What follows belongs to an exercise in optimizing a design on an open flow for small area, a short achievable clock period and few clock cycles per item; a production flow would make more cautious choices. Function was checked by simulation only, so behaviour that the tests miss may differ from the original. Power and IR drop assume default switching activity.

## before
==> flow/design.v <==
`default_nettype none
package isaPkg;
	localparam int DATA_W = 16;
	localparam int REG_ADDR_W = 5;
	localparam int OPCODE_W = 7;
	typedef enum logic [OPCODE_W-1:0] {
		OP_ADD = 7'd1,
		OP_SUB = 7'd2,
		OP_AND = 7'd3,
		OP_OR  = 7'd4,
		OP_XOR = 7'd5,
		OP_SHL = 7'd6,
		OP_SHR = 7'd7,
		OP_MOV = 7'd8
	} opcode_e;
	typedef logic [DATA_W-1:0] data_t;
	typedef logic [REG_ADDR_W-1:0] regAddr_t;
	typedef struct packed {
		logic overflow;
		logic underflow;
	} status_t;
endpackage
`default_nettype wire
`default_nettype none
package busPkg;
	localparam int BUNDLE_W = 90;
	localparam int COMMIT_W = 48;
	localparam int SLOT_W = 46;
	typedef struct packed {
		logic isWb;
		logic [7-1:0] opcode;
		logic [4:0] wbAddr;
		logic [15:0] pOperand;
		logic [15:0] sOperand;
	} laneOp_t;
	typedef struct packed {
		laneOp_t laneA;
		laneOp_t laneB;
	} bundle_t;
	typedef struct packed {
		logic [1:0] code;
		logic [4:0] wbAddr;
		logic [15:0] wbData;
	} slotHalf_t;
	typedef struct packed {
		slotHalf_t laneA;
		slotHalf_t laneB;
	} slot_t;
	typedef struct packed {
		logic wbValid;
		logic [4:0] wbAddr;
		logic [15:0] wbData;
		logic [1:0] status;
	} commitHalf_t;
	typedef struct packed {
		commitHalf_t laneA;
		commitHalf_t laneB;
	} commit_t;
endpackage
`default_nettype wire
`default_nettype none
module creditFifo #(
	parameter int DEPTH = 4,
	parameter int WIDTH = 1
) (
	input wire logic clock_i,
	input wire logic reset_i,
	input wire logic push_i,
	input wire logic [WIDTH-1:0] item_i,
	input wire logic pop_i,
	output logic [WIDTH-1:0] item_o
);
	localparam int PTR_W = (DEPTH > 1) ? $clog2(DEPTH) : 1;
	logic [WIDTH-1:0] mem [DEPTH];
	logic [PTR_W-1:0] rdPtr;
	logic [PTR_W-1:0] wrPtr;
	always_ff @(posedge clock_i)
	begin
		if (push_i)
		begin
			mem[wrPtr] <= item_i;
		end
	end
	assign item_o = mem[rdPtr];
	always_ff @(posedge clock_i)
	begin
		if (reset_i)
		begin
			rdPtr <= '0;
			wrPtr <= '0;
		end
		else
		begin
			if (push_i)
			begin
				wrPtr <= (wrPtr == PTR_W'(DEPTH - 1)) ? '0 : wrPtr + 1'b1;
			end
			if (pop_i)
			begin
				rdPtr <= (rdPtr == PTR_W'(DEPTH - 1)) ? '0 : rdPtr + 1'b1;
			end
		end
	end
endmodule
`default_nettype wire
`default_nettype none
module arithLane (
	input wire busPkg::laneOp_t op_i,
	input wire logic kill_i,
	output logic wbValid_o,
	output busPkg::slotHalf_t half_o
);
	logic [15:0] p;
	logic [15:0] s;
	logic isAdd, isSub, isAnd, isOr, isXor, isShl, isShr, isMov;
	logic legalOp;
	logic keep;
	logic [15:0] sx;
	logic [16:0] sumWide;
	logic [15:0] shIn;
	logic [15:0] shOut;
	logic [15:0] shRev;
	assign p = op_i.pOperand;
	assign s = op_i.sOperand;
	assign isAdd = op_i.opcode == 7'd1;
	assign isSub = op_i.opcode == 7'd2;
	assign isAnd = op_i.opcode == 7'd3;
	assign isOr = op_i.opcode == 7'd4;
	assign isXor = op_i.opcode == 7'd5;
	assign isShl = op_i.opcode == 7'd6;
	assign isShr = op_i.opcode == 7'd7;
	assign isMov = op_i.opcode == 7'd8;
	assign legalOp = (op_i.opcode != 7'd0) && (op_i.opcode <= 7'd8);
	assign wbValid_o = op_i.isWb && legalOp;
	assign keep = wbValid_o && !kill_i;
	assign sx = isSub ? ~s : s;
	assign sumWide = {1'b0, p} + {1'b0, sx} + {16'd0, isSub};
	always_comb
	begin
		for (int i = 0; i < 16; i++)
		begin
			shIn[i] = isShl ? p[15-i] : p[i];
		end
	end
	assign shOut = shIn >> s[3:0];
	always_comb
	begin
		for (int i = 0; i < 16; i++)
		begin
			shRev[i] = shOut[15-i];
		end
	end
	assign half_o.wbAddr = keep ? op_i.wbAddr : 5'd0;
	assign half_o.wbData = ({16{keep && (isAdd || isSub)}} & sumWide[15:0])
		| ({16{keep && isAnd}} & (p & s))
		| ({16{keep && isOr}} & (p | s))
		| ({16{keep && isXor}} & (p ^ s))
		| ({16{keep && isShl}} & shRev)
		| ({16{keep && isShr}} & shOut)
		| ({16{keep && isMov}} & s);
	assign half_o.code[1] = keep && ((isAdd && sumWide[16]) || (isSub && !sumWide[16]));
	assign half_o.code[0] = keep && !(isAdd && sumWide[16]);
endmodule
`default_nettype wire
`default_nettype none
module commitMerge (
	input wire busPkg::bundle_t bundle_i,
	output busPkg::slot_t slot_o
);
	logic wbA;
	logic wbB;
	logic sameDest;
	assign sameDest = wbA && wbB && (bundle_i.laneA.wbAddr == bundle_i.laneB.wbAddr);
	arithLane laneA (
		.op_i(bundle_i.laneA),
		.kill_i(sameDest),
		.wbValid_o(wbA),
		.half_o(slot_o.laneA)
	);
	arithLane laneB (
		.op_i(bundle_i.laneB),
		.kill_i(1'b0),
		.wbValid_o(wbB),
		.half_o(slot_o.laneB)
	);
endmodule
`default_nettype wire
`default_nettype none
module vliwExecCore #(
	parameter int BUNDLE_DEPTH = 4,
	parameter int COMMIT_CREDITS = 2
) (
	input wire logic clock_i,
	input wire logic reset_i,
	input wire logic bundleValid_i,
	input wire busPkg::bundle_t bundle_i,
	output wire logic bundleCredit_o,
	input wire logic commitCredit_i,
	output wire logic commitValid_o,
	output wire busPkg::commit_t commit_o
);
	localparam int CNT_W = $clog2(BUNDLE_DEPTH + 1);
	localparam int CREDIT_W = $clog2(COMMIT_CREDITS + 1);
	busPkg::slot_t newSlot;
	busPkg::slot_t headSlot;
	logic [CNT_W-1:0] count;
	logic [CNT_W-1:0] countNext;
	logic [CREDIT_W-1:0] credits;
	logic [CREDIT_W-1:0] creditsAvail;
	logic commitValid;
	logic commitNext;
	logic bundleCredit;
	commitMerge merger (
		.bundle_i(bundle_i),
		.slot_o(newSlot)
	);
	creditFifo #(
		.DEPTH(BUNDLE_DEPTH),
		.WIDTH(busPkg::SLOT_W)
	) recordQueue (
		.clock_i(clock_i),
		.reset_i(reset_i),
		.push_i(bundleValid_i),
		.item_i(newSlot),
		.pop_i(commitValid),
		.item_o(headSlot)
	);
	assign countNext = count - CNT_W'(commitValid) + CNT_W'(bundleValid_i);
	assign creditsAvail = credits + CREDIT_W'(commitCredit_i);
	assign commitNext = (creditsAvail != '0) && (countNext != '0);
	always_ff @(posedge clock_i)
	begin
		if (reset_i)
		begin
			count <= '0;
			credits <= CREDIT_W'(COMMIT_CREDITS);
			commitValid <= 1'b0;
			bundleCredit <= 1'b0;
		end
		else
		begin
			count <= countNext;
			credits <= creditsAvail - CREDIT_W'(commitNext);
			commitValid <= commitNext;
			bundleCredit <= commitNext;
		end
	end
	assign commitValid_o = commitValid;
	assign bundleCredit_o = bundleCredit;
	assign commit_o.laneA.wbValid = |headSlot.laneA.code;
	assign commit_o.laneA.wbAddr = headSlot.laneA.wbAddr;
	assign commit_o.laneA.wbData = headSlot.laneA.wbData;
	assign commit_o.laneA.status = {headSlot.laneA.code[1] & ~headSlot.laneA.code[0],
		headSlot.laneA.code[1] & headSlot.laneA.code[0]};
	assign commit_o.laneB.wbValid = |headSlot.laneB.code;
	assign commit_o.laneB.wbAddr = headSlot.laneB.wbAddr;
	assign commit_o.laneB.wbData = headSlot.laneB.wbData;
	assign commit_o.laneB.status = {headSlot.laneB.code[1] & ~headSlot.laneB.code[0],
		headSlot.laneB.code[1] & headSlot.laneB.code[0]};
endmodule
`default_nettype wire
clock: 4.0 ns
lec_check: 0
cap_margin: 20
core_margin: 2
core_utilization: 40
slew_margin: 20
run.sh (not shown) runs the stock make flow with config.mk's settings and CLKGATE_MAP_FILE= SYNTH_SCRIPT=/design/flow/synth_recipe.tcl, a recipe that flattens the netlist after the stock synthesis.
Testbench counts of before, summed over its fixed seeds: cycles 4,247, items 3,200.
Inputs modified between before and after:
--- a/flow/design.v
+++ b/flow/design.v
@@ -114,10 +114,11 @@
 	logic [15:0] s;
 	logic isAdd, isSub, isAnd, isOr, isXor, isShl, isShr, isMov;
 	logic legalOp;
 	logic keep;
 	logic [15:0] sx;
+	logic [17:0] sumRaw;
 	logic [16:0] sumWide;
 	logic [15:0] shIn;
 	logic [15:0] shOut;
 	logic [15:0] shRev;
 	assign p = op_i.pOperand;
@@ -131,17 +132,18 @@
 	assign isShr = op_i.opcode == 7'd7;
 	assign isMov = op_i.opcode == 7'd8;
 	assign legalOp = (op_i.opcode != 7'd0) && (op_i.opcode <= 7'd8);
 	assign wbValid_o = op_i.isWb && legalOp;
 	assign keep = wbValid_o && !kill_i;
-	assign sx = isSub ? ~s : s;
-	assign sumWide = {1'b0, p} + {1'b0, sx} + {16'd0, isSub};
+	assign sx = op_i.opcode[1] ? ~s : s;
+	assign sumRaw = {1'b0, p, 1'b1} + {1'b0, sx, op_i.opcode[1]};
+	assign sumWide = sumRaw[17:1];
 	always_comb
 	begin
 		for (int i = 0; i < 16; i++)
 		begin
-			shIn[i] = isShl ? p[15-i] : p[i];
+			shIn[i] = op_i.opcode[0] ? p[i] : p[15-i];
 		end
 	end
 	assign shOut = shIn >> s[3:0];
 	always_comb
 	begin
@@ -156,11 +158,11 @@
 		| ({16{keep && isOr}} & (p | s))
 		| ({16{keep && isXor}} & (p ^ s))
 		| ({16{keep && isShl}} & shRev)
 		| ({16{keep && isShr}} & shOut)
 		| ({16{keep && isMov}} & s);
-	assign half_o.code[1] = keep && ((isAdd && sumWide[16]) || (isSub && !sumWide[16]));
+	assign half_o.code[1] = keep && (isAdd || isSub) && (sumWide[16] ^ op_i.opcode[1]);
 	assign half_o.code[0] = keep && !(isAdd && sumWide[16]);
 endmodule
 `default_nettype wire
 `default_nettype none
 module commitMerge (
==> comparison <==
- after: register-to-register slack lower than before
- Diff before -> after: number of buffers outside the clock class in the layout dropped about 35%; width of the chip decreased by 0.78% relative to the old numbers.
- When after is set beside before, its average footprint of a synthesized cell turns out to be 0.44% larger.
- Die span in y: after lower than before
- The share of the clock period used by the worst path number comes out lower for after vs before.
- Die area on after is ahead of before.
- after: arrival time of the worst setup path is 0.36 ns lower than what before reported.
- Critical path depth: after lower than before
- Going from before to after, maximum frequency has increased; post-detailed-routing wire length has decreased; proportion of power drawn by combinational gates has decreased; multiplexer share of the synthesized area has increased.
Testbench counts of after, summed over its fixed seeds: cycles 4,247, items 3,200.

==> what the ideal ports hide <==
How much do the figures lean on ideal ports? The routed layouts below were timed once more, with nothing changed but the port constraints.
Step 1 (the two cells are an assumption about what drives the block):
set clk [get_ports {clock_i}]
set_driving_cell -lib_cell sky130_fd_sc_hd__clkbuf_16 $clk
set_driving_cell -lib_cell sky130_fd_sc_hd__buf_2 [delete_from_list [all_inputs] $clk]
Step 2 adds t to the input delays and takes it off the output delays; t is the mean of the earliest and latest rising clock arrival at the registers after step 1. Input paths then give back, and output paths get back, about the clock's delay inside the block.
Three values: ideal ports, drivers, drivers and shift; two values: the first two.
run | t (ns) | setup WS [ns] | worst setup path after step 2
before | 0.470 | 0.061 / 0.075 / -0.395 | input to register
after | 0.474 | 0.271 / 0.296 / -0.177 | input to register
With both steps, setup timing fails in before and after, where it was met with ideal ports. For before, which loses most, drivers alone change the setup slack by +0.014 ns; drivers and shift together by -0.456 ns.
